From an optimization exercise on the open Yosys and OpenROAD flow, aimed at small area; shortcuts taken in it are not production practice.
RTL that was checked went through simulation tests only; none was proved equivalent to the original.
No functional check of the RTL was part of run 1.

==> flow/design.v, too long to show whole: its modules and the start of the top module <==
// module add_rca: 15 lines
// module add_bk: 33 lines
// module add_sk: 26 lines
// module pan_tilt_top: 859 lines
module pan_tilt_top (
	input  logic clk,
	input  logic reset,
	input  logic in_valid,
	input  logic [11:0] x_com,
	input  logic [11:0] y_com,
	input  logic [11:0] x_light,
	input  logic [11:0] y_light,
	input  logic [11:0] height,
	output logic out_valid,
	output logic [7:0] pan,
	output logic [7:0] tilt
);
  // ...
==> flow/flow/run.sh <==
#!/bin/bash
set -euo pipefail
bash standard.sh ADDER_MAP_FILE= finish > flow_make.log 2>&1
==> flow/standard.sh <==
#!/bin/bash
# synth_recipe.tcl (not shown) runs the flow's synth.tcl, then flattens the netlist and writes it again
# the make line also repeats each setting of config.mk as NAME=value (left out here)
make -C /OpenROAD-flow-scripts/flow DESIGN_CONFIG=/design/flow/config.mk WORK_HOME=/design/flow/orfs CLKGATE_MAP_FILE= SYNTH_SCRIPT=/design/flow/synth_recipe.tcl "${@:-finish}"
==> flow/config.mk <==
export PLATFORM = sky130hd
export DESIGN_NAME = pan_tilt_top
export DESIGN_NICKNAME = pan_tilt_top
export VERILOG_FILES = /design/flow/design.v
export SDC_FILE = /design/flow/constraint.sdc
export NUM_CORES = 4
export LEC_CHECK = 0
export ABC_AREA = 1
export CAP_MARGIN = 20
export CORE_MARGIN = 2
export CORE_UTILIZATION = 40
export CTS_CLUSTER_DIAMETER = 100
export CTS_CLUSTER_SIZE = 24
export SLEW_MARGIN = 20
==> flow/constraint.sdc <==
create_clock -name core_clock -period 5.0 [get_ports {clk}]
set_input_delay 1.0000 -clock core_clock [delete_from_list [all_inputs] [get_ports {clk}]]
set_output_delay 1.0000 -clock core_clock [all_outputs]
set_load 0.01 [all_outputs]
==> reports/results.tsv, run 1 <==
metric	value	unit
r2r_end	ty1_r6[8]$_DFF_P_	
clock_path_buffers	3	
cap_violations	0	
wirelength	73660	um
finalCritPeriodShare	112.9	%
cts.sinks	441	
synth_most_common_cell	nand2_1	
fin_ws	-0.6435	ns
synth_area_leaders	dfxtp_1, nand2_1, xor2_1	
synth-warning-count	14	
tap_cells	1040	
routedWlPerCell	11.16	um
cts_tree	done	
so_faults	negative setup slack	
status	complete, but fails checks	
synth-simple-area-share	32.25	%
mappedNetlistNets	4766	
cts-hold-fix-buffers	0	
dpl-instance-area	37390	sq um
holdPathStages	0	
n_all_buffers	866	
synth_xor_area_share	22.69	%
seqCellArea	8879	sq um
diodes	0	
final_cells	6598	
antenna_found_initial	2	
setup_viol	41	
yosys_register_bits	441	
==> run 2: changes to the inputs <==
==> flow/design.v (replaced) <==
`default_nettype none
package pan_tilt_pkg;
	localparam int POS_W = 12;
	typedef logic [POS_W-1:0] pos_t;
	localparam int VEC_W = 18;
	typedef logic signed [VEC_W-1:0] vec_t;
	localparam int ANG_W = 16;
	typedef logic [ANG_W-1:0] ang_t;
	localparam ang_t HALF_TURN    = 16'd32768;
	localparam ang_t QUARTER_TURN = 16'd16384;
	localparam int N_STAGES = 14;
	localparam logic [N_STAGES*ANG_W-1:0] ATAN_TABLE = {
		16'd8192, 16'd4836, 16'd2555, 16'd1297,
		16'd651,  16'd326,  16'd163,  16'd81,
		16'd41,   16'd20,   16'd10,   16'd5,
		16'd3,    16'd1
	};
	localparam logic [15:0] CORDIC_GAIN = 16'd26981;
	localparam int GAIN_FRAC = 14;
	typedef logic [7:0] dmx_t;
	localparam int TILT_SHIFT = 6;
	localparam int LATENCY = 30;
endpackage
`default_nettype wire
`timescale 1ns/1ps
`default_nettype none
module add_rca #(
	parameter int W = 8
) (
	input  logic [W-1:0] a,
	input  logic [W-1:0] b,
	input  logic ci,
	output logic [W-1:0] s
);
	logic [W:0] c;
	assign c[0] = ci;
	for (genvar j = 0; j < W; j++) begin : g_bit
		assign s[j] = a[j] ^ b[j] ^ c[j];
		assign c[j+1] = (a[j] & b[j]) | (c[j] & (a[j] ^ b[j]));
	end
endmodule
module add_bk #(
	parameter int W = 8
) (
	input  logic [W-1:0] a,
	input  logic [W-1:0] b,
	input  logic ci,
	output logic [W-1:0] s
);
	localparam int LG = (W > 32) ? 6 : (W > 16) ? 5 : (W > 8) ? 4 : (W > 4) ? 3 : (W > 2) ? 2 : 1;
	logic [W-1:0] p, g, pp, gg;
	always_comb begin
		p = a ^ b;
		g = a & b;
		g[0] = g[0] | (p[0] & ci);
		pp = p;
		gg = g;
		for (int l = 0; (1 << l) < W; l++) begin
			for (int j = (2 << l) - 1; j < W; j += (2 << l)) begin
				gg[j] = gg[j] | (pp[j] & gg[j - (1 << l)]);
				pp[j] = pp[j] & pp[j - (1 << l)];
			end
		end
		for (int l = LG - 1; l >= 1; l--) begin
			for (int j = (3 << (l - 1)) - 1; j < W; j += (2 << (l - 1))) begin
				if (j - (1 << (l - 1)) >= 0 && ((j + 1) % (2 << (l - 1))) != 0) begin
					gg[j] = gg[j] | (pp[j] & gg[j - (1 << (l - 1))]);
					pp[j] = pp[j] & pp[j - (1 << (l - 1))];
				end
			end
		end
		s = p ^ {gg[W-2:0], ci};
	end
endmodule
module add_sk #(
	parameter int W = 8
) (
	input  logic [W-1:0] a,
	input  logic [W-1:0] b,
	input  logic ci,
	output logic [W-1:0] s
);
	logic [W-1:0] p, g, pp, gg;
	always_comb begin
		p = a ^ b;
		g = a & b;
		g[0] = g[0] | (p[0] & ci);
		pp = p;
		gg = g;
		for (int l = 0; (1 << l) < W; l++) begin
			for (int j = 0; j < W; j++) begin
				if ((j >> l) & 1) begin
					gg[j] = gg[j] | (pp[j] & gg[((j >> l) << l) - 1]);
					pp[j] = pp[j] & pp[((j >> l) << l) - 1];
				end
			end
		end
		s = p ^ {gg[W-2:0], ci};
	end
endmodule
`default_nettype wire
`timescale 1ns/1ps
`default_nettype none
module pan_tilt_top (
	input  logic clk,
	input  logic reset,
	input  logic in_valid,
	input  logic [11:0] x_com,
	input  logic [11:0] y_com,
	input  logic [11:0] x_light,
	input  logic [11:0] y_light,
	input  logic [11:0] height,
	output logic out_valid,
	output logic [7:0] pan,
	output logic [7:0] tilt
);
	logic [0:0] sf_s0;
	logic [11:0] px0_s0;
	logic [12:0] py0_s0;
	logic [12:0] dx_s0;
	logic [12:0] dy_s0;
	logic [11:0] height_r1;
	logic [0:0] sf_r1;
	logic [11:0] px0_r1;
	logic [12:0] py0_r1;
	logic [12:0] hs_s1;
	logic [26:0] hprod_s1;
	logic [0:0] pb0_s1;
	logic [12:0] px1_s1;
	logic [12:0] py1_s1;
	logic [0:0] pb1_s1;
	logic [12:0] px2_s1;
	logic [12:0] py2_s1;
	logic [0:0] sf_r2;
	logic [12:0] hs_r2;
	logic [0:0] pb0_r2;
	logic [0:0] pb1_r2;
	logic [12:0] px2_r2;
	logic [12:0] py2_r2;
	logic [0:0] pb2_s2;
	logic [13:0] px3_s2;
	logic [11:0] py3_s2;
	logic [0:0] pb3_s2;
	logic [13:0] px4_s2;
	logic [10:0] py4_s2;
	logic [0:0] sf_r3;
	logic [12:0] hs_r3;
	logic [0:0] pb0_r3;
	logic [0:0] pb1_r3;
	logic [0:0] pb2_r3;
	logic [0:0] pb3_r3;
	logic [13:0] px4_r3;
	logic [10:0] py4_r3;
	logic [0:0] pb4_s3;
	logic [13:0] px5_s3;
	logic [10:0] py5_s3;
	logic [0:0] pb5_s3;
	logic [13:0] px6_s3;
	logic [9:0] py6_s3;
	logic [0:0] sf_r4;
	logic [12:0] hs_r4;
	logic [0:0] pb0_r4;
	logic [0:0] pb1_r4;
	logic [0:0] pb2_r4;
	logic [0:0] pb3_r4;
	logic [0:0] pb4_r4;
	logic [0:0] pb5_r4;
	logic [13:0] px6_r4;
	logic [9:0] py6_r4;
	logic [0:0] pb6_s4;
	logic [13:0] px7_s4;
	logic [8:0] py7_s4;
	logic [0:0] pb7_s4;
	logic [13:0] px8_s4;
	logic [7:0] py8_s4;
	logic [0:0] sf_r5;
	logic [12:0] hs_r5;
	logic [0:0] pb0_r5;
	logic [0:0] pb1_r5;
	logic [0:0] pb2_r5;
	logic [0:0] pb3_r5;
	logic [0:0] pb4_r5;
	logic [0:0] pb5_r5;
	logic [0:0] pb6_r5;
	logic [0:0] pb7_r5;
	logic [13:0] px8_r5;
	logic [7:0] py8_r5;
	logic [0:0] pb8_s5;
	logic [6:0] py9_s5;
	logic [2:0] pa9_s5;
	logic [13:0] pX_s5;
	logic [0:0] pb9_s5;
	logic [5:0] py10_s5;
	logic [2:0] pa10_s5;
	logic pc9_s5;
	logic [3:0] plo9_s5;
	logic [0:0] pb10_s5;
	logic [4:0] py11_s5;
	logic [2:0] pa11_s5;
	logic pc10_s5;
	logic [3:0] plo10_s5;
	logic [0:0] sf_r6;
	logic [12:0] hs_r6;
	logic [0:0] pb0_r6;
	logic [0:0] pb1_r6;
	logic [0:0] pb2_r6;
	logic [0:0] pb3_r6;
	logic [0:0] pb4_r6;
	logic [0:0] pb5_r6;
	logic [0:0] pb6_r6;
	logic [0:0] pb7_r6;
	logic [0:0] pb8_r6;
	logic [13:0] pX_r6;
	logic [0:0] pb9_r6;
	logic [0:0] pb10_r6;
	logic [4:0] py11_r6;
	logic [2:0] pa11_r6;
	logic [0:0] pb11_s6;
	logic [4:0] py12_s6;
	logic [2:0] pa12_s6;
	logic pc11_s6;
	logic [3:0] plo11_s6;
	logic [0:0] pb12_s6;
	logic [3:0] py13_s6;
	logic [2:0] pa13_s6;
	logic pc12_s6;
	logic [3:0] plo12_s6;
	logic [0:0] pb13_s6;
	logic [2:0] pa14_s6;
	logic [0:0] sf_r7;
	logic [12:0] hs_r7;
	logic [0:0] pb0_r7;
	logic [0:0] pb1_r7;
	logic [0:0] pb2_r7;
	logic [0:0] pb3_r7;
	logic [0:0] pb4_r7;
	logic [0:0] pb5_r7;
	logic [0:0] pb6_r7;
	logic [0:0] pb7_r7;
	logic [0:0] pb8_r7;
	logic [13:0] pX_r7;
	logic [0:0] pb9_r7;
	logic [0:0] pb10_r7;
	logic [0:0] pb11_r7;
	logic [0:0] pb12_r7;
	logic [0:0] pb13_r7;
	logic [2:0] pa14_r7;
	logic [13:0] px14_s7;
	logic [13:0] tx1_s7;
	logic [14:0] ty1_s7;
	logic [0:0] tb1_s7;
	logic [14:0] tx2_s7;
	logic [13:0] ty2_s7;
	logic [0:0] sf_r8;
	logic [0:0] pb0_r8;
	logic [0:0] pb1_r8;
	logic [0:0] pb2_r8;
	logic [0:0] pb3_r8;
	logic [0:0] pb4_r8;
	logic [0:0] pb5_r8;
	logic [0:0] pb6_r8;
	logic [0:0] pb7_r8;
	logic [0:0] pb8_r8;
	logic [0:0] pb9_r8;
	logic [0:0] pb10_r8;
	logic [0:0] pb11_r8;
	logic [0:0] pb12_r8;
	logic [0:0] pb13_r8;
	logic [0:0] tb1_r8;
	logic [14:0] tx2_r8;
	logic [13:0] ty2_r8;
	logic [7:0] pan_b_s8;
	logic pcsa_s8_1, pcsa_s8_2;
	logic pcsa_s8_3, pcsa_s8_4;
	logic pcsa_s8_5, pcsa_s8_6;
	logic pcsa_s8_7, pcsa_s8_8;
	logic pcsa_s8_9, pcsa_s8_10;
	logic pcsa_s8_11, pcsa_s8_12;
	logic pcsa_s8_13, pcsa_s8_14;
	logic pcsa_s8_15, pcsa_s8_16;
	logic pcsa_s8_17, pcsa_s8_18;
	logic pcsa_s8_19, pcsa_s8_20;
	logic pcsa_s8_21, pcsa_s8_22;
	logic pcsa_s8_23, pcsa_s8_24;
	logic pcsa_s8_25, pcsa_s8_26;
	logic pcsa_s8_27, pcsa_s8_28;
	logic pcsa_s8_29, pcsa_s8_30;
	logic pcsa_s8_31, pcsa_s8_32;
	logic pcsa_s8_33, pcsa_s8_34;
	logic pcsa_s8_35, pcsa_s8_36;
	logic pcsa_s8_37, pcsa_s8_38;
	logic pcsa_s8_39, pcsa_s8_40;
	logic pcsa_s8_41, pcsa_s8_42;
	logic pcsa_s8_43, pcsa_s8_44;
	logic pcsa_s8_45, pcsa_s8_46;
	logic pcsa_s8_47, pcsa_s8_48;
	logic pcsa_s8_49, pcsa_s8_50;
	logic pcsa_s8_51, pcsa_s8_52;
	logic pcsa_s8_53, pcsa_s8_54;
	logic pcsa_s8_55, pcsa_s8_56;
	logic pcsa_s8_57, pcsa_s8_58;
	logic pcsa_s8_59, pcsa_s8_60;
	logic pcsa_s8_61, pcsa_s8_62;
	logic pcsa_s8_63, pcsa_s8_64;
	logic pcsa_s8_65, pcsa_s8_66;
	logic pcsa_s8_67, pcsa_s8_68;
	logic pcsa_s8_69, pcsa_s8_70;
	logic pcsa_s8_71, pcsa_s8_72;
	logic pcsa_s8_73, pcsa_s8_74;
	logic pcsa_s8_75, pcsa_s8_76;
	logic pcsa_s8_77, pcsa_s8_78;
	logic pcsa_s8_79, pcsa_s8_80;
	logic pcsa_s8_81, pcsa_s8_82;
	logic pcsa_s8_83, pcsa_s8_84;
	logic [15:0] pcsa_s8_85, pcsa_s8_86, pcsa_s8_87;
	logic [0:0] tb2_s8;
	logic [14:0] tx3_s8;
	logic [12:0] ty3_s8;
	logic [0:0] tb3_s8;
	logic [14:0] tx4_s8;
	logic [12:0] ty4_s8;
	logic [0:0] tb1_r9;
	logic [7:0] pan_b_r9;
	logic [0:0] tb2_r9;
	logic [0:0] tb3_r9;
	logic [14:0] tx4_r9;
	logic [12:0] ty4_r9;
	logic [0:0] tb4_s9;
	logic [14:0] tx5_s9;
	logic [11:0] ty5_s9;
	logic [0:0] tb5_s9;
	logic [14:0] tx6_s9;
	logic [10:0] ty6_s9;
	logic [0:0] tb1_r10;
	logic [7:0] pan_b_r10;
	logic [0:0] tb2_r10;
	logic [0:0] tb3_r10;
	logic [0:0] tb4_r10;
	logic [0:0] tb5_r10;
	logic [14:0] tx6_r10;
	logic [10:0] ty6_r10;
	logic [0:0] tb6_s10;
	logic [14:0] tx7_s10;
	logic [9:0] ty7_s10;
	logic [0:0] tb7_s10;
	logic [14:0] tx8_s10;
	logic [8:0] ty8_s10;
	logic [0:0] tb1_r11;
	logic [7:0] pan_b_r11;
	logic [0:0] tb2_r11;
	logic [0:0] tb3_r11;
	logic [0:0] tb4_r11;
	logic [0:0] tb5_r11;
	logic [0:0] tb6_r11;
	logic [0:0] tb7_r11;
	logic [14:0] tx8_r11;
	logic [8:0] ty8_r11;
	logic [0:0] tb8_s11;
	logic [7:0] ty9_s11;
	logic [2:0] ta9_s11;
	logic [14:0] tX_s11;
	logic [0:0] tb9_s11;
	logic [6:0] ty10_s11;
	logic [2:0] ta10_s11;
	logic tc9_s11;
	logic [3:0] tlo9_s11;
	logic [0:0] tb10_s11;
	logic [5:0] ty11_s11;
	logic [2:0] ta11_s11;
	logic tc10_s11;
	logic [3:0] tlo10_s11;
	logic [0:0] tb1_r12;
	logic [7:0] pan_b_r12;
	logic [0:0] tb2_r12;
	logic [0:0] tb3_r12;
	logic [0:0] tb4_r12;
	logic [0:0] tb5_r12;
	logic [0:0] tb6_r12;
	logic [0:0] tb7_r12;
	logic [0:0] tb8_r12;
	logic [14:0] tX_r12;
	logic [0:0] tb9_r12;
	logic [0:0] tb10_r12;
	logic [5:0] ty11_r12;
	logic [2:0] ta11_r12;
	logic [15:0] tpart_s12;
	logic tpcsa_s12_1, tpcsa_s12_2;
	logic tpcsa_s12_3, tpcsa_s12_4;
	logic tpcsa_s12_5, tpcsa_s12_6;
	logic tpcsa_s12_7, tpcsa_s12_8;
	logic tpcsa_s12_9, tpcsa_s12_10;
	logic tpcsa_s12_11, tpcsa_s12_12;
	logic tpcsa_s12_13, tpcsa_s12_14;
	logic tpcsa_s12_15, tpcsa_s12_16;
	logic tpcsa_s12_17, tpcsa_s12_18;
	logic tpcsa_s12_19, tpcsa_s12_20;
	logic tpcsa_s12_21, tpcsa_s12_22;
	logic tpcsa_s12_23, tpcsa_s12_24;
	logic tpcsa_s12_25, tpcsa_s12_26;
	logic tpcsa_s12_27, tpcsa_s12_28;
	logic tpcsa_s12_29, tpcsa_s12_30;
	logic tpcsa_s12_31, tpcsa_s12_32;
	logic tpcsa_s12_33, tpcsa_s12_34;
	logic tpcsa_s12_35, tpcsa_s12_36;
	logic tpcsa_s12_37, tpcsa_s12_38;
	logic tpcsa_s12_39, tpcsa_s12_40;
	logic tpcsa_s12_41, tpcsa_s12_42;
	logic tpcsa_s12_43, tpcsa_s12_44;
	logic tpcsa_s12_45, tpcsa_s12_46;
	logic tpcsa_s12_47, tpcsa_s12_48;
	logic tpcsa_s12_49, tpcsa_s12_50;
	logic tpcsa_s12_51, tpcsa_s12_52;
	logic tpcsa_s12_53, tpcsa_s12_54;
	logic tpcsa_s12_55, tpcsa_s12_56;
	logic [15:0] tpcsa_s12_57, tpcsa_s12_58, tpcsa_s12_59;
	logic [0:0] tb11_s12;
	logic [4:0] ty12_s12;
	logic [2:0] ta12_s12;
	logic tc11_s12;
	logic [3:0] tlo11_s12;
	logic [0:0] tb12_s12;
	logic [4:0] ty13_s12;
	logic tc12_s12;
	logic [3:0] tlo12_s12;
	logic [7:0] pan_b_r13;
	logic [0:0] tb9_r13;
	logic [0:0] tb10_r13;
	logic [15:0] tpart_r13;
	logic [0:0] tb11_r13;
	logic [0:0] tb12_r13;
	logic [4:0] ty13_r13;
	logic [0:0] tb13_s13;
	logic [7:0] tilt_b_s13;
	logic tqcsa_s13_1, tqcsa_s13_2;
	logic tqcsa_s13_3, tqcsa_s13_4;
	logic tqcsa_s13_5, tqcsa_s13_6;
	logic [7:0] tqcsa_s13_7, tqcsa_s13_8, tqcsa_s13_9;
	logic [15:0] tsum_s13;
	logic [13:1] vld;
	assign dx_s0 = {1'b0, x_com} - {1'b0, x_light};
	assign dy_s0 = {1'b0, y_com} - {1'b0, y_light};
	assign sf_s0 = dx_s0[12];
	add_sk #(.W(12)) u_add1 (.a((dx_s0[11:0] ^ {12{dx_s0[12]}})), .b(12'd0), .ci(dx_s0[12]), .s(px0_s0));
	add_sk #(.W(13)) u_add2 (.a((dy_s0 ^ {13{dx_s0[12]}})), .b(13'd0), .ci(dx_s0[12]), .s(py0_s0));
	assign hprod_s1 = height_r1 * 15'd26981;
	assign hs_s1 = hprod_s1[26:14];
	assign pb0_s1 = ~py0_r1[12];
	add_sk #(.W(13)) u_add3 (.a({1'b0, px0_r1}), .b({1'b0, (py0_r1[11:0] ^ {12{py0_r1[12]}})}), .ci(py0_r1[12]), .s(px1_s1));
	add_sk #(.W(13)) u_add4 (.a(py0_r1), .b(({1'b0, px0_r1[11:0]} ^ {13{~py0_r1[12]}})), .ci(~py0_r1[12]), .s(py1_s1));
	assign pb1_s1 = ~py1_s1[12];
	add_sk #(.W(13)) u_add5 (.a(px1_s1), .b({2'b0, (py1_s1[11:1] ^ {11{py1_s1[12]}})}), .ci(py1_s1[12]), .s(px2_s1));
	add_sk #(.W(13)) u_add6 (.a(py1_s1), .b(({1'b0, px1_s1[12:1]} ^ {13{~py1_s1[12]}})), .ci(~py1_s1[12]), .s(py2_s1));
	assign pb2_s2 = ~py2_r2[12];
	add_sk #(.W(14)) u_add7 (.a({1'b0, px2_r2}), .b({4'b0, (py2_r2[11:2] ^ {10{py2_r2[12]}})}), .ci(py2_r2[12]), .s(px3_s2));
	add_sk #(.W(12)) u_add8 (.a(py2_r2[11:0]), .b(({1'b0, px2_r2[12:2]} ^ {12{~py2_r2[12]}})), .ci(~py2_r2[12]), .s(py3_s2));
	assign pb3_s2 = ~py3_s2[11];
	add_sk #(.W(14)) u_add9 (.a(px3_s2), .b({6'b0, (py3_s2[10:3] ^ {8{py3_s2[11]}})}), .ci(py3_s2[11]), .s(px4_s2));
	add_sk #(.W(11)) u_add10 (.a(py3_s2[10:0]), .b((px3_s2[13:3] ^ {11{~py3_s2[11]}})), .ci(~py3_s2[11]), .s(py4_s2));
	assign pb4_s3 = ~py4_r3[10];
	add_sk #(.W(14)) u_add11 (.a(px4_r3), .b({8'b0, (py4_r3[9:4] ^ {6{py4_r3[10]}})}), .ci(py4_r3[10]), .s(px5_s3));
	add_sk #(.W(11)) u_add12 (.a(py4_r3), .b(({1'b0, px4_r3[13:4]} ^ {11{~py4_r3[10]}})), .ci(~py4_r3[10]), .s(py5_s3));
	assign pb5_s3 = ~py5_s3[10];
	add_sk #(.W(14)) u_add13 (.a(px5_s3), .b({9'b0, (py5_s3[9:5] ^ {5{py5_s3[10]}})}), .ci(py5_s3[10]), .s(px6_s3));
	add_sk #(.W(10)) u_add14 (.a(py5_s3[9:0]), .b(({1'b0, px5_s3[13:5]} ^ {10{~py5_s3[10]}})), .ci(~py5_s3[10]), .s(py6_s3));
	assign pb6_s4 = ~py6_r4[9];
	add_sk #(.W(14)) u_add15 (.a(px6_r4), .b({11'b0, (py6_r4[8:6] ^ {3{py6_r4[9]}})}), .ci(py6_r4[9]), .s(px7_s4));
	add_sk #(.W(9)) u_add16 (.a(py6_r4[8:0]), .b(({1'b0, px6_r4[13:6]} ^ {9{~py6_r4[9]}})), .ci(~py6_r4[9]), .s(py7_s4));
	assign pb7_s4 = ~py7_s4[8];
	add_sk #(.W(14)) u_add17 (.a(px7_s4), .b({13'b0, (py7_s4[7:7] ^ {1{py7_s4[8]}})}), .ci(py7_s4[8]), .s(px8_s4));
	add_sk #(.W(8)) u_add18 (.a(py7_s4[7:0]), .b(({1'b0, px7_s4[13:7]} ^ {8{~py7_s4[8]}})), .ci(~py7_s4[8]), .s(py8_s4));
	assign pb8_s5 = ~py8_r5[7];
	assign pX_s5 = px8_r5;
	assign pa9_s5 = {2'b0, py8_r5[7]};
	add_sk #(.W(7)) u_add19 (.a(py8_r5[6:0]), .b(({1'b0, px8_r5[13:8]} ^ {7{~py8_r5[7]}})), .ci(~py8_r5[7]), .s(py9_s5));
	assign pb9_s5 = ~py9_s5[6];
	assign pa10_s5 = pa9_s5 + {2'b0, py9_s5[6]};
	assign plo9_s5 = {1'b0, pX_s5[2:0]} + {1'b0, pa9_s5};
	assign pc9_s5 = (&pX_s5[8:3]) & plo9_s5[3];
	add_sk #(.W(6)) u_add20 (.a(py9_s5[5:0]), .b(({1'b0, pX_s5[13:9]} ^ {6{~py9_s5[6]}})), .ci(~(pc9_s5 ^ py9_s5[6])), .s(py10_s5));
	assign pb10_s5 = ~py10_s5[5];
	assign pa11_s5 = pa10_s5 + {2'b0, py10_s5[5]};
	assign plo10_s5 = {1'b0, pX_s5[2:0]} + {1'b0, pa10_s5};
	assign pc10_s5 = (&pX_s5[9:3]) & plo10_s5[3];
	add_sk #(.W(5)) u_add21 (.a(py10_s5[4:0]), .b(({1'b0, pX_s5[13:10]} ^ {5{~py10_s5[5]}})), .ci(~(pc10_s5 ^ py10_s5[5])), .s(py11_s5));
	assign pb11_s6 = ~py11_r6[4];
	assign pa12_s6 = pa11_r6 + {2'b0, py11_r6[4]};
	assign plo11_s6 = {1'b0, pX_r6[2:0]} + {1'b0, pa11_r6};
	assign pc11_s6 = (&pX_r6[10:3]) & plo11_s6[3];
	add_sk #(.W(5)) u_add22 (.a(py11_r6), .b(({2'b0, pX_r6[13:11]} ^ {5{~py11_r6[4]}})), .ci(~(pc11_s6 ^ py11_r6[4])), .s(py12_s6));
	assign pb12_s6 = ~py12_s6[4];
	assign pa13_s6 = pa12_s6 + {2'b0, py12_s6[4]};
	assign plo12_s6 = {1'b0, pX_r6[2:0]} + {1'b0, pa12_s6};
	assign pc12_s6 = (&pX_r6[11:3]) & plo12_s6[3];
	add_sk #(.W(4)) u_add23 (.a(py12_s6[3:0]), .b(({2'b0, pX_r6[13:12]} ^ {4{~py12_s6[4]}})), .ci(~(pc12_s6 ^ py12_s6[4])), .s(py13_s6));
	assign pb13_s6 = ~py13_s6[3];
	assign pa14_s6 = pa13_s6 + {2'b0, py13_s6[3]};
	add_sk #(.W(14)) u_add24 (.a(pX_r7), .b({11'b0, pa14_r7}), .ci(1'b0), .s(px14_s7));
	add_sk #(.W(14)) u_add25 (.a(px14_s7), .b({1'b0, hs_r7}), .ci(1'b0), .s(tx1_s7));
	add_sk #(.W(15)) u_add26 (.a({1'b0, px14_s7}), .b(~{2'b0, hs_r7}), .ci(1'b1), .s(ty1_s7));
	assign tb1_s7 = ~ty1_s7[14];
	add_sk #(.W(15)) u_add27 (.a({1'b0, tx1_s7}), .b({2'b0, (ty1_s7[13:1] ^ {13{ty1_s7[14]}})}), .ci(ty1_s7[14]), .s(tx2_s7));
	add_sk #(.W(14)) u_add28 (.a(ty1_s7[13:0]), .b(({1'b0, tx1_s7[13:1]} ^ {14{~ty1_s7[14]}})), .ci(~ty1_s7[14]), .s(ty2_s7));
	assign pcsa_s8_1 = pb2_r8 ^ pb3_r8;
	assign pcsa_s8_2 = pb2_r8 & pb3_r8;
	assign pcsa_s8_3 = pcsa_s8_1 ^ pb4_r8 ^ pb6_r8;
	assign pcsa_s8_4 = (pcsa_s8_1 & pb4_r8) | (pcsa_s8_1 & pb6_r8) | (pb4_r8 & pb6_r8);
	assign pcsa_s8_5 = pb7_r8 ^ pb8_r8;
	assign pcsa_s8_6 = pb7_r8 & pb8_r8;
	assign pcsa_s8_7 = pcsa_s8_2 ^ pb2_r8 ^ pb4_r8;
	assign pcsa_s8_8 = (pcsa_s8_2 & pb2_r8) | (pcsa_s8_2 & pb4_r8) | (pb2_r8 & pb4_r8);
	assign pcsa_s8_9 = pb5_r8 ^ pb6_r8;
	assign pcsa_s8_10 = pb5_r8 & pb6_r8;
	assign pcsa_s8_11 = pb1_r8 ^ pb5_r8;
	assign pcsa_s8_12 = pb1_r8 & pb5_r8;
	assign pcsa_s8_13 = pcsa_s8_3 ^ pcsa_s8_5 ^ pb11_r8;
	assign pcsa_s8_14 = (pcsa_s8_3 & pcsa_s8_5) | (pcsa_s8_3 & pb11_r8) | (pcsa_s8_5 & pb11_r8);
	assign pcsa_s8_15 = pcsa_s8_4 ^ pcsa_s8_6 ^ pcsa_s8_7;
	assign pcsa_s8_16 = (pcsa_s8_4 & pcsa_s8_6) | (pcsa_s8_4 & pcsa_s8_7) | (pcsa_s8_6 & pcsa_s8_7);
	assign pcsa_s8_17 = pcsa_s8_9 ^ pb10_r8;
	assign pcsa_s8_18 = pcsa_s8_9 & pb10_r8;
	assign pcsa_s8_19 = pcsa_s8_8 ^ pcsa_s8_10 ^ pcsa_s8_11;
	assign pcsa_s8_20 = (pcsa_s8_8 & pcsa_s8_10) | (pcsa_s8_8 & pcsa_s8_11) | (pcsa_s8_10 & pcsa_s8_11);
	assign pcsa_s8_21 = pb9_r8 ^ pb11_r8 ^ 1'b1;
	assign pcsa_s8_22 = (pb9_r8 & pb11_r8) | (pb9_r8 & 1'b1) | (pb11_r8 & 1'b1);
	assign pcsa_s8_23 = pcsa_s8_12 ^ pb2_r8 ^ pb4_r8;
	assign pcsa_s8_24 = (pcsa_s8_12 & pb2_r8) | (pcsa_s8_12 & pb4_r8) | (pb2_r8 & pb4_r8);
	assign pcsa_s8_25 = pb8_r8 ^ pb10_r8 ^ 1'b1;
	assign pcsa_s8_26 = (pb8_r8 & pb10_r8) | (pb8_r8 & 1'b1) | (pb10_r8 & 1'b1);
	assign pcsa_s8_27 = pb2_r8 ^ pb3_r8 ^ pb7_r8;
	assign pcsa_s8_28 = (pb2_r8 & pb3_r8) | (pb2_r8 & pb7_r8) | (pb3_r8 & pb7_r8);
	assign pcsa_s8_29 = pb9_r8 ^ 1'b1;
	assign pcsa_s8_30 = pb9_r8 & 1'b1;
	assign pcsa_s8_31 = pb1_r8 ^ pb2_r8 ^ pb6_r8;
	assign pcsa_s8_32 = (pb1_r8 & pb2_r8) | (pb1_r8 & pb6_r8) | (pb2_r8 & pb6_r8);
	assign pcsa_s8_33 = pb8_r8 ^ 1'b1;
	assign pcsa_s8_34 = pb8_r8 & 1'b1;
	assign pcsa_s8_35 = pb1_r8 ^ pb2_r8 ^ pb5_r8;
	assign pcsa_s8_36 = (pb1_r8 & pb2_r8) | (pb1_r8 & pb5_r8) | (pb2_r8 & pb5_r8);
	assign pcsa_s8_37 = pb7_r8 ^ 1'b1;
	assign pcsa_s8_38 = pb7_r8 & 1'b1;
	assign pcsa_s8_39 = pb1_r8 ^ pb2_r8 ^ pb4_r8;
	assign pcsa_s8_40 = (pb1_r8 & pb2_r8) | (pb1_r8 & pb4_r8) | (pb2_r8 & pb4_r8);
	assign pcsa_s8_41 = pcsa_s8_13 ^ pb12_r8;
	assign pcsa_s8_42 = pcsa_s8_13 & pb12_r8;
	assign pcsa_s8_43 = pcsa_s8_14 ^ pcsa_s8_15 ^ pcsa_s8_17;
	assign pcsa_s8_44 = (pcsa_s8_14 & pcsa_s8_15) | (pcsa_s8_14 & pcsa_s8_17) | (pcsa_s8_15 & pcsa_s8_17);
	assign pcsa_s8_45 = pcsa_s8_16 ^ pcsa_s8_18 ^ pcsa_s8_19;
	assign pcsa_s8_46 = (pcsa_s8_16 & pcsa_s8_18) | (pcsa_s8_16 & pcsa_s8_19) | (pcsa_s8_18 & pcsa_s8_19);
	assign pcsa_s8_47 = pcsa_s8_20 ^ pcsa_s8_22 ^ pcsa_s8_23;
	assign pcsa_s8_48 = (pcsa_s8_20 & pcsa_s8_22) | (pcsa_s8_20 & pcsa_s8_23) | (pcsa_s8_22 & pcsa_s8_23);
	assign pcsa_s8_49 = pcsa_s8_24 ^ pcsa_s8_26 ^ pcsa_s8_27;
	assign pcsa_s8_50 = (pcsa_s8_24 & pcsa_s8_26) | (pcsa_s8_24 & pcsa_s8_27) | (pcsa_s8_26 & pcsa_s8_27);
	assign pcsa_s8_51 = pcsa_s8_28 ^ pcsa_s8_30 ^ pcsa_s8_31;
	assign pcsa_s8_52 = (pcsa_s8_28 & pcsa_s8_30) | (pcsa_s8_28 & pcsa_s8_31) | (pcsa_s8_30 & pcsa_s8_31);
	assign pcsa_s8_53 = pcsa_s8_32 ^ pcsa_s8_34 ^ pcsa_s8_35;
	assign pcsa_s8_54 = (pcsa_s8_32 & pcsa_s8_34) | (pcsa_s8_32 & pcsa_s8_35) | (pcsa_s8_34 & pcsa_s8_35);
	assign pcsa_s8_55 = pcsa_s8_36 ^ pcsa_s8_38 ^ pcsa_s8_39;
	assign pcsa_s8_56 = (pcsa_s8_36 & pcsa_s8_38) | (pcsa_s8_36 & pcsa_s8_39) | (pcsa_s8_38 & pcsa_s8_39);
	assign pcsa_s8_57 = pcsa_s8_40 ^ pb2_r8 ^ pb3_r8;
	assign pcsa_s8_58 = (pcsa_s8_40 & pb2_r8) | (pcsa_s8_40 & pb3_r8) | (pb2_r8 & pb3_r8);
	assign pcsa_s8_59 = pcsa_s8_41 ^ pb13_r8;
	assign pcsa_s8_60 = pcsa_s8_41 & pb13_r8;
	assign pcsa_s8_61 = pcsa_s8_42 ^ pcsa_s8_43 ^ pb12_r8;
	assign pcsa_s8_62 = (pcsa_s8_42 & pcsa_s8_43) | (pcsa_s8_42 & pb12_r8) | (pcsa_s8_43 & pb12_r8);
	assign pcsa_s8_63 = pcsa_s8_44 ^ pcsa_s8_45 ^ pcsa_s8_21;
	assign pcsa_s8_64 = (pcsa_s8_44 & pcsa_s8_45) | (pcsa_s8_44 & pcsa_s8_21) | (pcsa_s8_45 & pcsa_s8_21);
	assign pcsa_s8_65 = pcsa_s8_46 ^ pcsa_s8_47 ^ pcsa_s8_25;
	assign pcsa_s8_66 = (pcsa_s8_46 & pcsa_s8_47) | (pcsa_s8_46 & pcsa_s8_25) | (pcsa_s8_47 & pcsa_s8_25);
	assign pcsa_s8_67 = pcsa_s8_48 ^ pcsa_s8_49 ^ pcsa_s8_29;
	assign pcsa_s8_68 = (pcsa_s8_48 & pcsa_s8_49) | (pcsa_s8_48 & pcsa_s8_29) | (pcsa_s8_49 & pcsa_s8_29);
	assign pcsa_s8_69 = pcsa_s8_50 ^ pcsa_s8_51 ^ pcsa_s8_33;
	assign pcsa_s8_70 = (pcsa_s8_50 & pcsa_s8_51) | (pcsa_s8_50 & pcsa_s8_33) | (pcsa_s8_51 & pcsa_s8_33);
	assign pcsa_s8_71 = pcsa_s8_52 ^ pcsa_s8_53 ^ pcsa_s8_37;
	assign pcsa_s8_72 = (pcsa_s8_52 & pcsa_s8_53) | (pcsa_s8_52 & pcsa_s8_37) | (pcsa_s8_53 & pcsa_s8_37);
	assign pcsa_s8_73 = pcsa_s8_54 ^ pcsa_s8_55 ^ pb6_r8;
	assign pcsa_s8_74 = (pcsa_s8_54 & pcsa_s8_55) | (pcsa_s8_54 & pb6_r8) | (pcsa_s8_55 & pb6_r8);
	assign pcsa_s8_75 = pcsa_s8_56 ^ pcsa_s8_57 ^ pb5_r8;
	assign pcsa_s8_76 = (pcsa_s8_56 & pcsa_s8_57) | (pcsa_s8_56 & pb5_r8) | (pcsa_s8_57 & pb5_r8);
	assign pcsa_s8_77 = pcsa_s8_58 ^ pb1_r8 ^ pb4_r8;
	assign pcsa_s8_78 = (pcsa_s8_58 & pb1_r8) | (pcsa_s8_58 & pb4_r8) | (pb1_r8 & pb4_r8);
	assign pcsa_s8_79 = pb3_r8 ^ 1'b1;
	assign pcsa_s8_80 = pb3_r8 & 1'b1;
	assign pcsa_s8_81 = pb2_r8 ^ 1'b1;
	assign pcsa_s8_82 = pb2_r8 & 1'b1;
	assign pcsa_s8_83 = pb1_r8 ^ 1'b1;
	assign pcsa_s8_84 = pb1_r8 & 1'b1;
	assign pcsa_s8_85 = {1'b0, pcsa_s8_84, pcsa_s8_82, pcsa_s8_80, pcsa_s8_78, pcsa_s8_76, pcsa_s8_74, pcsa_s8_72, pcsa_s8_70, pcsa_s8_68, pcsa_s8_66, pcsa_s8_64, pcsa_s8_62, pcsa_s8_60, pcsa_s8_59, 1'b1};
	assign pcsa_s8_86 = {1'b0, pb0_r8, pcsa_s8_83, pcsa_s8_81, pcsa_s8_79, pcsa_s8_77, pcsa_s8_75, pcsa_s8_73, pcsa_s8_71, pcsa_s8_69, pcsa_s8_67, pcsa_s8_65, pcsa_s8_63, pcsa_s8_61, 1'b1, 1'b0};
	add_sk #(.W(16)) u_add29 (.a(pcsa_s8_85), .b(pcsa_s8_86), .ci(1'b0), .s(pcsa_s8_87));
	assign pan_b_s8 = {pcsa_s8_87[15] ^ sf_r8, pcsa_s8_87[14:8]};
	assign tb2_s8 = ~ty2_r8[13];
	add_sk #(.W(15)) u_add30 (.a(tx2_r8), .b({4'b0, (ty2_r8[12:2] ^ {11{ty2_r8[13]}})}), .ci(ty2_r8[13]), .s(tx3_s8));
	add_sk #(.W(13)) u_add31 (.a(ty2_r8[12:0]), .b((tx2_r8[14:2] ^ {13{~ty2_r8[13]}})), .ci(~ty2_r8[13]), .s(ty3_s8));
	assign tb3_s8 = ~ty3_s8[12];
	add_sk #(.W(15)) u_add32 (.a(tx3_s8), .b({6'b0, (ty3_s8[11:3] ^ {9{ty3_s8[12]}})}), .ci(ty3_s8[12]), .s(tx4_s8));
	add_sk #(.W(13)) u_add33 (.a(ty3_s8), .b(({1'b0, tx3_s8[14:3]} ^ {13{~ty3_s8[12]}})), .ci(~ty3_s8[12]), .s(ty4_s8));
	assign tb4_s9 = ~ty4_r9[12];
	add_sk #(.W(15)) u_add34 (.a(tx4_r9), .b({7'b0, (ty4_r9[11:4] ^ {8{ty4_r9[12]}})}), .ci(ty4_r9[12]), .s(tx5_s9));
	add_sk #(.W(12)) u_add35 (.a(ty4_r9[11:0]), .b(({1'b0, tx4_r9[14:4]} ^ {12{~ty4_r9[12]}})), .ci(~ty4_r9[12]), .s(ty5_s9));
	assign tb5_s9 = ~ty5_s9[11];
	add_sk #(.W(15)) u_add36 (.a(tx5_s9), .b({9'b0, (ty5_s9[10:5] ^ {6{ty5_s9[11]}})}), .ci(ty5_s9[11]), .s(tx6_s9));
	add_sk #(.W(11)) u_add37 (.a(ty5_s9[10:0]), .b(({1'b0, tx5_s9[14:5]} ^ {11{~ty5_s9[11]}})), .ci(~ty5_s9[11]), .s(ty6_s9));
	assign tb6_s10 = ~ty6_r10[10];
	add_sk #(.W(15)) u_add38 (.a(tx6_r10), .b({11'b0, (ty6_r10[9:6] ^ {4{ty6_r10[10]}})}), .ci(ty6_r10[10]), .s(tx7_s10));
	add_sk #(.W(10)) u_add39 (.a(ty6_r10[9:0]), .b(({1'b0, tx6_r10[14:6]} ^ {10{~ty6_r10[10]}})), .ci(~ty6_r10[10]), .s(ty7_s10));
	assign tb7_s10 = ~ty7_s10[9];
	add_sk #(.W(15)) u_add40 (.a(tx7_s10), .b({13'b0, (ty7_s10[8:7] ^ {2{ty7_s10[9]}})}), .ci(ty7_s10[9]), .s(tx8_s10));
	add_sk #(.W(9)) u_add41 (.a(ty7_s10[8:0]), .b(({1'b0, tx7_s10[14:7]} ^ {9{~ty7_s10[9]}})), .ci(~ty7_s10[9]), .s(ty8_s10));
	assign tb8_s11 = ~ty8_r11[8];
	assign tX_s11 = tx8_r11;
	assign ta9_s11 = {2'b0, ty8_r11[8]};
	add_sk #(.W(8)) u_add42 (.a(ty8_r11[7:0]), .b(({1'b0, tx8_r11[14:8]} ^ {8{~ty8_r11[8]}})), .ci(~ty8_r11[8]), .s(ty9_s11));
	assign tb9_s11 = ~ty9_s11[7];
	assign ta10_s11 = ta9_s11 + {2'b0, ty9_s11[7]};
	assign tlo9_s11 = {1'b0, tX_s11[2:0]} + {1'b0, ta9_s11};
	assign tc9_s11 = (&tX_s11[8:3]) & tlo9_s11[3];
	add_sk #(.W(7)) u_add43 (.a(ty9_s11[6:0]), .b(({1'b0, tX_s11[14:9]} ^ {7{~ty9_s11[7]}})), .ci(~(tc9_s11 ^ ty9_s11[7])), .s(ty10_s11));
	assign tb10_s11 = ~ty10_s11[6];
	assign ta11_s11 = ta10_s11 + {2'b0, ty10_s11[6]};
	assign tlo10_s11 = {1'b0, tX_s11[2:0]} + {1'b0, ta10_s11};
	assign tc10_s11 = (&tX_s11[9:3]) & tlo10_s11[3];
	add_sk #(.W(6)) u_add44 (.a(ty10_s11[5:0]), .b(({1'b0, tX_s11[14:10]} ^ {6{~ty10_s11[6]}})), .ci(~(tc10_s11 ^ ty10_s11[6])), .s(ty11_s11));
	assign tpcsa_s12_1 = tb2_r12 ^ tb3_r12;
	assign tpcsa_s12_2 = tb2_r12 & tb3_r12;
	assign tpcsa_s12_3 = tpcsa_s12_1 ^ tb4_r12 ^ tb6_r12;
	assign tpcsa_s12_4 = (tpcsa_s12_1 & tb4_r12) | (tpcsa_s12_1 & tb6_r12) | (tb4_r12 & tb6_r12);
	assign tpcsa_s12_5 = tpcsa_s12_2 ^ tb2_r12 ^ tb4_r12;
	assign tpcsa_s12_6 = (tpcsa_s12_2 & tb2_r12) | (tpcsa_s12_2 & tb4_r12) | (tb2_r12 & tb4_r12);
	assign tpcsa_s12_7 = tb1_r12 ^ tb2_r12;
	assign tpcsa_s12_8 = tb1_r12 & tb2_r12;
	assign tpcsa_s12_9 = tb1_r12 ^ tb2_r12 ^ tb5_r12;
	assign tpcsa_s12_10 = (tb1_r12 & tb2_r12) | (tb1_r12 & tb5_r12) | (tb2_r12 & tb5_r12);
	assign tpcsa_s12_11 = tb1_r12 ^ tb2_r12;
	assign tpcsa_s12_12 = tb1_r12 & tb2_r12;
	assign tpcsa_s12_13 = tpcsa_s12_3 ^ tb7_r12;
	assign tpcsa_s12_14 = tpcsa_s12_3 & tb7_r12;
	assign tpcsa_s12_15 = tpcsa_s12_4 ^ tpcsa_s12_5 ^ tb5_r12;
	assign tpcsa_s12_16 = (tpcsa_s12_4 & tpcsa_s12_5) | (tpcsa_s12_4 & tb5_r12) | (tpcsa_s12_5 & tb5_r12);
	assign tpcsa_s12_17 = tpcsa_s12_6 ^ tb1_r12 ^ tb5_r12;
	assign tpcsa_s12_18 = (tpcsa_s12_6 & tb1_r12) | (tpcsa_s12_6 & tb5_r12) | (tb1_r12 & tb5_r12);
	assign tpcsa_s12_19 = tb2_r12 ^ tb4_r12 ^ tb8_r12;
	assign tpcsa_s12_20 = (tb2_r12 & tb4_r12) | (tb2_r12 & tb8_r12) | (tb4_r12 & tb8_r12);
	assign tpcsa_s12_21 = tb2_r12 ^ tb3_r12 ^ tb7_r12;
	assign tpcsa_s12_22 = (tb2_r12 & tb3_r12) | (tb2_r12 & tb7_r12) | (tb3_r12 & tb7_r12);
	assign tpcsa_s12_23 = tpcsa_s12_7 ^ tb6_r12 ^ tb8_r12;
	assign tpcsa_s12_24 = (tpcsa_s12_7 & tb6_r12) | (tpcsa_s12_7 & tb8_r12) | (tb6_r12 & tb8_r12);
	assign tpcsa_s12_25 = tpcsa_s12_8 ^ tpcsa_s12_9 ^ tb7_r12;
	assign tpcsa_s12_26 = (tpcsa_s12_8 & tpcsa_s12_9) | (tpcsa_s12_8 & tb7_r12) | (tpcsa_s12_9 & tb7_r12);
	assign tpcsa_s12_27 = tpcsa_s12_10 ^ tpcsa_s12_11 ^ tb4_r12;
	assign tpcsa_s12_28 = (tpcsa_s12_10 & tpcsa_s12_11) | (tpcsa_s12_10 & tb4_r12) | (tpcsa_s12_11 & tb4_r12);
	assign tpcsa_s12_29 = tpcsa_s12_12 ^ tb2_r12 ^ tb3_r12;
	assign tpcsa_s12_30 = (tpcsa_s12_12 & tb2_r12) | (tpcsa_s12_12 & tb3_r12) | (tb2_r12 & tb3_r12);
	assign tpcsa_s12_31 = tpcsa_s12_13 ^ tb8_r12;
	assign tpcsa_s12_32 = tpcsa_s12_13 & tb8_r12;
	assign tpcsa_s12_33 = tpcsa_s12_14 ^ tpcsa_s12_15 ^ tb6_r12;
	assign tpcsa_s12_34 = (tpcsa_s12_14 & tpcsa_s12_15) | (tpcsa_s12_14 & tb6_r12) | (tpcsa_s12_15 & tb6_r12);
	assign tpcsa_s12_35 = tpcsa_s12_16 ^ tpcsa_s12_17 ^ 1'b1;
	assign tpcsa_s12_36 = (tpcsa_s12_16 & tpcsa_s12_17) | (tpcsa_s12_16 & 1'b1) | (tpcsa_s12_17 & 1'b1);
	assign tpcsa_s12_37 = tpcsa_s12_18 ^ tpcsa_s12_19 ^ 1'b1;
	assign tpcsa_s12_38 = (tpcsa_s12_18 & tpcsa_s12_19) | (tpcsa_s12_18 & 1'b1) | (tpcsa_s12_19 & 1'b1);
	assign tpcsa_s12_39 = tpcsa_s12_20 ^ tpcsa_s12_21 ^ 1'b1;
	assign tpcsa_s12_40 = (tpcsa_s12_20 & tpcsa_s12_21) | (tpcsa_s12_20 & 1'b1) | (tpcsa_s12_21 & 1'b1);
	assign tpcsa_s12_41 = tpcsa_s12_22 ^ tpcsa_s12_23 ^ 1'b1;
	assign tpcsa_s12_42 = (tpcsa_s12_22 & tpcsa_s12_23) | (tpcsa_s12_22 & 1'b1) | (tpcsa_s12_23 & 1'b1);
	assign tpcsa_s12_43 = tpcsa_s12_24 ^ tpcsa_s12_25 ^ 1'b1;
	assign tpcsa_s12_44 = (tpcsa_s12_24 & tpcsa_s12_25) | (tpcsa_s12_24 & 1'b1) | (tpcsa_s12_25 & 1'b1);
	assign tpcsa_s12_45 = tpcsa_s12_26 ^ tpcsa_s12_27 ^ tb6_r12;
	assign tpcsa_s12_46 = (tpcsa_s12_26 & tpcsa_s12_27) | (tpcsa_s12_26 & tb6_r12) | (tpcsa_s12_27 & tb6_r12);
	assign tpcsa_s12_47 = tpcsa_s12_28 ^ tpcsa_s12_29 ^ tb5_r12;
	assign tpcsa_s12_48 = (tpcsa_s12_28 & tpcsa_s12_29) | (tpcsa_s12_28 & tb5_r12) | (tpcsa_s12_29 & tb5_r12);
	assign tpcsa_s12_49 = tpcsa_s12_30 ^ tb1_r12 ^ tb4_r12;
	assign tpcsa_s12_50 = (tpcsa_s12_30 & tb1_r12) | (tpcsa_s12_30 & tb4_r12) | (tb1_r12 & tb4_r12);
	assign tpcsa_s12_51 = tb3_r12 ^ 1'b1;
	assign tpcsa_s12_52 = tb3_r12 & 1'b1;
	assign tpcsa_s12_53 = tb2_r12 ^ 1'b1;
	assign tpcsa_s12_54 = tb2_r12 & 1'b1;
	assign tpcsa_s12_55 = tb1_r12 ^ 1'b1;
	assign tpcsa_s12_56 = tb1_r12 & 1'b1;
	assign tpcsa_s12_57 = {1'b1, tpcsa_s12_56, tpcsa_s12_54, tpcsa_s12_52, tpcsa_s12_50, tpcsa_s12_48, tpcsa_s12_46, tpcsa_s12_44, tpcsa_s12_42, tpcsa_s12_40, tpcsa_s12_38, tpcsa_s12_36, tpcsa_s12_34, tpcsa_s12_32, tpcsa_s12_31, 1'b1};
	assign tpcsa_s12_58 = {1'b0, 1'b1, tpcsa_s12_55, tpcsa_s12_53, tpcsa_s12_51, tpcsa_s12_49, tpcsa_s12_47, tpcsa_s12_45, tpcsa_s12_43, tpcsa_s12_41, tpcsa_s12_39, tpcsa_s12_37, tpcsa_s12_35, tpcsa_s12_33, 1'b1, 1'b0};
	add_sk #(.W(16)) u_add45 (.a(tpcsa_s12_57), .b(tpcsa_s12_58), .ci(1'b0), .s(tpcsa_s12_59));
	assign tpart_s12 = tpcsa_s12_59;
	assign tb11_s12 = ~ty11_r12[5];
	assign ta12_s12 = ta11_r12 + {2'b0, ty11_r12[5]};
	assign tlo11_s12 = {1'b0, tX_r12[2:0]} + {1'b0, ta11_r12};
	assign tc11_s12 = (&tX_r12[10:3]) & tlo11_s12[3];
	add_sk #(.W(5)) u_add46 (.a(ty11_r12[4:0]), .b(({1'b0, tX_r12[14:11]} ^ {5{~ty11_r12[5]}})), .ci(~(tc11_s12 ^ ty11_r12[5])), .s(ty12_s12));
	assign tb12_s12 = ~ty12_s12[4];
	assign tlo12_s12 = {1'b0, tX_r12[2:0]} + {1'b0, ta12_s12};
	assign tc12_s12 = (&tX_r12[11:3]) & tlo12_s12[3];
	add_sk #(.W(5)) u_add47 (.a(ty12_s12), .b(({2'b0, tX_r12[14:12]} ^ {5{~ty12_s12[4]}})), .ci(~(tc12_s12 ^ ty12_s12[4])), .s(ty13_s12));
	assign tb13_s13 = ~ty13_r13[4];
	assign tqcsa_s13_1 = tb11_r13 ^ tb12_r13;
	assign tqcsa_s13_2 = tb11_r13 & tb12_r13;
	assign tqcsa_s13_3 = tb10_r13 ^ tb12_r13;
	assign tqcsa_s13_4 = tb10_r13 & tb12_r13;
	assign tqcsa_s13_5 = tb9_r13 ^ tb11_r13;
	assign tqcsa_s13_6 = tb9_r13 & tb11_r13;
	assign tqcsa_s13_7 = {1'b0, 1'b0, tb9_r13, tqcsa_s13_6, tqcsa_s13_4, tqcsa_s13_2, tqcsa_s13_1, 1'b0};
	assign tqcsa_s13_8 = {1'b0, 1'b0, 1'b0, tb10_r13, tqcsa_s13_5, tqcsa_s13_3, tb13_s13, 1'b0};
	add_sk #(.W(8)) u_add48 (.a(tqcsa_s13_7), .b(tqcsa_s13_8), .ci(1'b0), .s(tqcsa_s13_9));
	add_sk #(.W(16)) u_add49 (.a(tpart_r13), .b({8'b0, tqcsa_s13_9}), .ci(1'b0), .s(tsum_s13));
	assign tilt_b_s13 = tsum_s13[15] ? 8'd0 : tsum_s13[14] ? 8'd255 : tsum_s13[13:6];
	always_ff @(posedge clk) begin
		if (reset) vld <= '0;
		else vld <= {vld[12:1], in_valid};
	end
	always_ff @(posedge clk) begin
		height_r1 <= height;
		sf_r1 <= sf_s0;
		px0_r1 <= px0_s0;
		py0_r1 <= py0_s0;
		sf_r2 <= sf_r1;
		hs_r2 <= hs_s1;
		pb0_r2 <= pb0_s1;
		pb1_r2 <= pb1_s1;
		px2_r2 <= px2_s1;
		py2_r2 <= py2_s1;
		sf_r3 <= sf_r2;
		hs_r3 <= hs_r2;
		pb0_r3 <= pb0_r2;
		pb1_r3 <= pb1_r2;
		pb2_r3 <= pb2_s2;
		pb3_r3 <= pb3_s2;
		px4_r3 <= px4_s2;
		py4_r3 <= py4_s2;
		sf_r4 <= sf_r3;
		hs_r4 <= hs_r3;
		pb0_r4 <= pb0_r3;
		pb1_r4 <= pb1_r3;
		pb2_r4 <= pb2_r3;
		pb3_r4 <= pb3_r3;
		pb4_r4 <= pb4_s3;
		pb5_r4 <= pb5_s3;
		px6_r4 <= px6_s3;
		py6_r4 <= py6_s3;
		sf_r5 <= sf_r4;
		hs_r5 <= hs_r4;
		pb0_r5 <= pb0_r4;
		pb1_r5 <= pb1_r4;
		pb2_r5 <= pb2_r4;
		pb3_r5 <= pb3_r4;
		pb4_r5 <= pb4_r4;
		pb5_r5 <= pb5_r4;
		pb6_r5 <= pb6_s4;
		pb7_r5 <= pb7_s4;
		px8_r5 <= px8_s4;
		py8_r5 <= py8_s4;
		sf_r6 <= sf_r5;
		hs_r6 <= hs_r5;
		pb0_r6 <= pb0_r5;
		pb1_r6 <= pb1_r5;
		pb2_r6 <= pb2_r5;
		pb3_r6 <= pb3_r5;
		pb4_r6 <= pb4_r5;
		pb5_r6 <= pb5_r5;
		pb6_r6 <= pb6_r5;
		pb7_r6 <= pb7_r5;
		pb8_r6 <= pb8_s5;
		pX_r6 <= pX_s5;
		pb9_r6 <= pb9_s5;
		pb10_r6 <= pb10_s5;
		py11_r6 <= py11_s5;
		pa11_r6 <= pa11_s5;
		sf_r7 <= sf_r6;
		hs_r7 <= hs_r6;
		pb0_r7 <= pb0_r6;
		pb1_r7 <= pb1_r6;
		pb2_r7 <= pb2_r6;
		pb3_r7 <= pb3_r6;
		pb4_r7 <= pb4_r6;
		pb5_r7 <= pb5_r6;
		pb6_r7 <= pb6_r6;
		pb7_r7 <= pb7_r6;
		pb8_r7 <= pb8_r6;
		pX_r7 <= pX_r6;
		pb9_r7 <= pb9_r6;
		pb10_r7 <= pb10_r6;
		pb11_r7 <= pb11_s6;
		pb12_r7 <= pb12_s6;
		pb13_r7 <= pb13_s6;
		pa14_r7 <= pa14_s6;
		sf_r8 <= sf_r7;
		pb0_r8 <= pb0_r7;
		pb1_r8 <= pb1_r7;
		pb2_r8 <= pb2_r7;
		pb3_r8 <= pb3_r7;
		pb4_r8 <= pb4_r7;
		pb5_r8 <= pb5_r7;
		pb6_r8 <= pb6_r7;
		pb7_r8 <= pb7_r7;
		pb8_r8 <= pb8_r7;
		pb9_r8 <= pb9_r7;
		pb10_r8 <= pb10_r7;
		pb11_r8 <= pb11_r7;
		pb12_r8 <= pb12_r7;
		pb13_r8 <= pb13_r7;
		tb1_r8 <= tb1_s7;
		tx2_r8 <= tx2_s7;
		ty2_r8 <= ty2_s7;
		tb1_r9 <= tb1_r8;
		pan_b_r9 <= pan_b_s8;
		tb2_r9 <= tb2_s8;
		tb3_r9 <= tb3_s8;
		tx4_r9 <= tx4_s8;
		ty4_r9 <= ty4_s8;
		tb1_r10 <= tb1_r9;
		pan_b_r10 <= pan_b_r9;
		tb2_r10 <= tb2_r9;
		tb3_r10 <= tb3_r9;
		tb4_r10 <= tb4_s9;
		tb5_r10 <= tb5_s9;
		tx6_r10 <= tx6_s9;
		ty6_r10 <= ty6_s9;
		tb1_r11 <= tb1_r10;
		pan_b_r11 <= pan_b_r10;
		tb2_r11 <= tb2_r10;
		tb3_r11 <= tb3_r10;
		tb4_r11 <= tb4_r10;
		tb5_r11 <= tb5_r10;
		tb6_r11 <= tb6_s10;
		tb7_r11 <= tb7_s10;
		tx8_r11 <= tx8_s10;
		ty8_r11 <= ty8_s10;
		tb1_r12 <= tb1_r11;
		pan_b_r12 <= pan_b_r11;
		tb2_r12 <= tb2_r11;
		tb3_r12 <= tb3_r11;
		tb4_r12 <= tb4_r11;
		tb5_r12 <= tb5_r11;
		tb6_r12 <= tb6_r11;
		tb7_r12 <= tb7_r11;
		tb8_r12 <= tb8_s11;
		tX_r12 <= tX_s11;
		tb9_r12 <= tb9_s11;
		tb10_r12 <= tb10_s11;
		ty11_r12 <= ty11_s11;
		ta11_r12 <= ta11_s11;
		pan_b_r13 <= pan_b_r12;
		tb9_r13 <= tb9_r12;
		tb10_r13 <= tb10_r12;
		tpart_r13 <= tpart_s12;
		tb11_r13 <= tb11_s12;
		tb12_r13 <= tb12_s12;
		ty13_r13 <= ty13_s12;
	end
	assign out_valid = vld[13];
	assign pan = pan_b_r13;
	assign tilt = tilt_b_s13;
endmodule
`default_nettype wire
==> flow/run.sh (new file) <==
#!/bin/bash
# synth_recipe.tcl (not shown) runs the flow's synth.tcl, then flattens the netlist and writes it again
# the make line also repeats each setting of config.mk as NAME=value (left out here)
make -C /OpenROAD-flow-scripts/flow DESIGN_CONFIG=/design/flow/config.mk WORK_HOME=/design/flow/orfs CLKGATE_MAP_FILE= SYNTH_SCRIPT=/design/flow/synth_recipe.tcl finish
==> flow/config.mk (replaced) <==
export PLATFORM = sky130hd
export DESIGN_NAME = pan_tilt_top
export DESIGN_NICKNAME = pan_tilt_top
export VERILOG_FILES = /design/flow/design.v
export SDC_FILE = /design/flow/constraint.sdc
export NUM_CORES = 4
export LEC_CHECK = 0
export ABC_AREA = 1
export CAP_MARGIN = 20
export CORE_MARGIN = 2
export CORE_UTILIZATION = 40
export CTS_BUF_LIST = sky130_fd_sc_hd__clkbuf_4 sky130_fd_sc_hd__clkbuf_8
export SLEW_MARGIN = 20
removed: flow/flow/run.sh
removed: flow/standard.sh
==> run 2 against run 1 <==
  * Now clean on timing, DRC and antenna
  * Global-route usage shrank 2.2 points
  * Via count shrank 15%
  * Design area shrank 2.0%
  * Critical path type is now flop to output pin
  * Setup slack gained 0.72 ns
  * Clock-buffer cell count grew 110
  * Largest cell class unchanged
  * Wire length shrank 6.0%
  * Non-clock buffer count shrank 699
  * Sequential share of layout area grew 5.4 points
  * Synthesized area grew 17%
==> reports/results.tsv, run 2 <==
metric	value	unit	change
globalRouteTotalUtil	15.07	%	
grt_pass1_vias	25240		
hpwlAfterDp	57050	um	
fin_crit	4.921	ns	
worst_pin_slew	0.6231	ns	
setup_viol	0		-100%
relSlewSlack	58.16	%	
cts_tree	done		
synth_top_area_cell	dfxtp_1		
crit_chain	ha_4 -> ha_4 -> nand2_2 -> nor2_2 -> a211oi_2 -> fa_2 -> xnor2_2 -> ha_1 -> a21o_1 -> a21oi_2 -> a21boi_4 -> nand3_2 -> o21ai_2 -> nand2_2 -> buf_4 -> nand2_1 -> nand2_1 -> inv_1 -> clkdlybuf4s15_2		
holdPathStages	0		unchanged
clock-root-buffer	clkbuf_8		
cp-end-kind	output pin		
hold_violations	0		
dpl-instance-area	39150	sq um	+4.7%
placed_cells	5379		
async_flop_share	0	%	
synthTopCellsByCount	inv_1, nand2_1, dfxtp_1		
dr.first_iter.drc_count	787		
vias	25050		
finalCritPeriodShare	98.43	%	-14 points
cts_buffers	95		
wirelength	69250	um	-6.0%
pre_cts_slack	-0.1234	ns	
drc	0		
critPathBufInv	3		
routedWlPerCell	12.41	um	+11%
ant_nets	0		
rsz0062_at_grt	true		
dieArea	93880	sq um	
fp.dieH	306.4	um	
grt_pass1_wl	118200	um	
io_buffers	79		
drv_slew	0		
syn_area	36580	sq um	
row_count	110		
r2r_start	ty8_r11[8]$_DFF_P_		
critPathMaxFanout	4		
layout_commonest_cell	inv_1		
synth_area_per_cell	8.930	sq um	
drtPass1Iterations	5		
final_cells	5579		-15%
area_delta_synth_final	14.94	%	
clock_path_buffers	3		unchanged
io_pins	80		
clock.fmax	0.2032	GHz	
mappedNetlistNets	4868		+2.1%
crit_path_start_kind	flop		
whs_endpoint	pb3_r8$_DFF_P_		
cap_violations	0		unchanged
hold_path.class	flop to flop		
synth_area_leaders	dfxtp_1, ha_1, fa_1		
status	no timing/DRC/antenna violations		
fin_hold_ws	0.3142	ns	
fin_setup_tns	0	ns	
path_delay_family	adder cells		
synth_cells	4096		
synth-warning-count	14		unchanged
clock_skew	0.04230	ns	
crit_arrival	3.92	ns	
seq_area_frac_synth	29.99	%	
worst-r2r-setup-slack	0.13	ns	
synth_top_area_share	29.99	%	
fin_ws	0.07873	ns	+0.7222 ns
fin_nets	5098		
globalRoute.totalOverflow	0		
synth_edf_count	0		
ys_types	55		
cts.sinks	548		+24%
r2r_end	ty11_r12[5]$_DFF_P_		
yosys_register_bits	548		+24%
final_area	42050	sq um	
cts.reportedPaths.clkPinSlew	0.06	ns	
worst_path_max_delay_cell	fa_2		
worstPathRequired	4.00	ns	
final_layout_size_suffix_gt1_share	10.15	%	
fin_util	46.57	%	
die_w	306.4	um	
path_class	flop to output pin		
antenna_found_initial	2		unchanged
grt_max_degree	18		
fp.coreArea	90290	sq um	
place_congestion	0.8437		
routed_via_density	4.491		
clock_latency	0.70	ns	
initial_utilization	40.51	%	
htree_levels	3		
synth_most_common_cell	inv_1		
r2r_cells	27		
cpPeakStageDelay	0.38	ns	
hp-start	pb3_r7$_DFF_P_		
layout_common_cells	inv_1, nand2_1, dfxtp_1		
synth_ff_type	dfxtp_1		
-- run 2: cells by family after synthesis --
kind of cell / after synthesis / share of synthesized area [%]
xor+xnor: 562 / 13.51
mux: 10 / 0.2907
simple gates: 1202 / 14.29
flops: 548 / 29.99
compound gates: 317 / 5.028
buf+inv: 748 / 7.919
fa+ha+maj: 709 / 28.97
-- run 2: layout make-up --
cell class | instances | area, sq um
tap | 1176 | 1471
clock inverter | 34 | 474.2
sequential | 548 | 10980
fill | 8689 | 48240
timing repair buffer | 167 | 1459
antenna | 1 | 2.502
inverter | 714 | 2680
clock buffer | 139 | 1788
multi-input combinational | 2800 | 23190
-- run 2: worst reg2reg max path, stage by stage, from the launching register on --
cell,delay [ns]
dfxtp_2,0.33
buf_6,0.13
xnor2_2,0.13
ha_1,0.32
a21o_1,0.19
a21oi_2,0.14
a21o_1,0.17
nand2_4,0.07
xnor2_2,0.14
fa_2,0.36
fa_2,0.35
nand3b_1,0.17
nand3_2,0.07
nand3_1,0.06
nand2_1,0.08
nand3b_1,0.16
nand3_2,0.11
nand2_4,0.10
nand2_1,0.05
nand2_1,0.05
inv_1,0.05
fa_2,0.36
fa_2,0.35
nand3_1,0.08
nand2_1,0.07
fa_2,0.33
xor2_1,0.17
xor2_1,0.16
-- run 2: what timing repair did --
| action | in CTS | in global routing |
|---|---|---|
| hold buffers | 0 | 0 |
| gates resized for setup | 49 | 84 |
| setup endpoints to repair | 14 | 32 |
| gates cloned | 0 | 0 |
| pin swaps | 13 | 41 |
| setup buffers | 9 | 17 |
-- run 2: worst max path at each step --
stage | from | cells after the start | slack (ns) | end
2_1_floorplan | ty8_r11[8]$_DFF_P_ | 30 | -0.01 | ty11_r12[5]$_DFF_P_
6_report | tb11_r13$_DFF_P_ | 19 | 0.08 | tilt[0]
3_5_place_dp | ty8_r11[8]$_DFF_P_ | 27 | -0.12 | ty11_r12[5]$_DFF_P_
5_1_grt | tb11_r13$_DFF_P_ | 20 | -0.18 | tilt[0]
3_3_place_gp | ty8_r11[8]$_DFF_P_ | 27 | -0.08 | ty11_r12[5]$_DFF_P_
4_1_cts | tb11_r13$_DFF_P_ | 20 | -0.06 | tilt[1]
-- run 2: per-layer routing --
layer	track usage [%]	routed length [um]	part of all wire (%)	vias to the layer above
met4	4.777	1603	2.3	0
li1	-	-	-	13330
met2	26.09	32310	47	255
met5	0	0	0	-
met1	19.16	33170	48	11360
met3	2.412	2168	3.1	103

static timing again, ports no longer ideal:
The flow's constraints put no driver on any port. The routed layouts listed below were extracted and timed again, unchanged, in two steps.
Step 1 assumes that a clkbuf_16 drives the clock port and a buf_2 every other input.
Step 2 adds t to the input delays and takes it off the output delays; t is the mean of the earliest and latest rising clock arrival at the registers after step 1. Input paths then give back, and output paths get back, about the clock's delay inside the block.
Three values: ideal, step 1, step 2; two values: the first two.
| run | t (ns) | setup slack, ns | worst data-port slew with drivers (ns) |
|---|---|---|---|
| run 1 | 0.665 | -0.643 / -0.643 / -0.643 | 0.05 |
| run 2 | 0.746 | 0.079 / 0.016 / 0.131 | 0.04 |
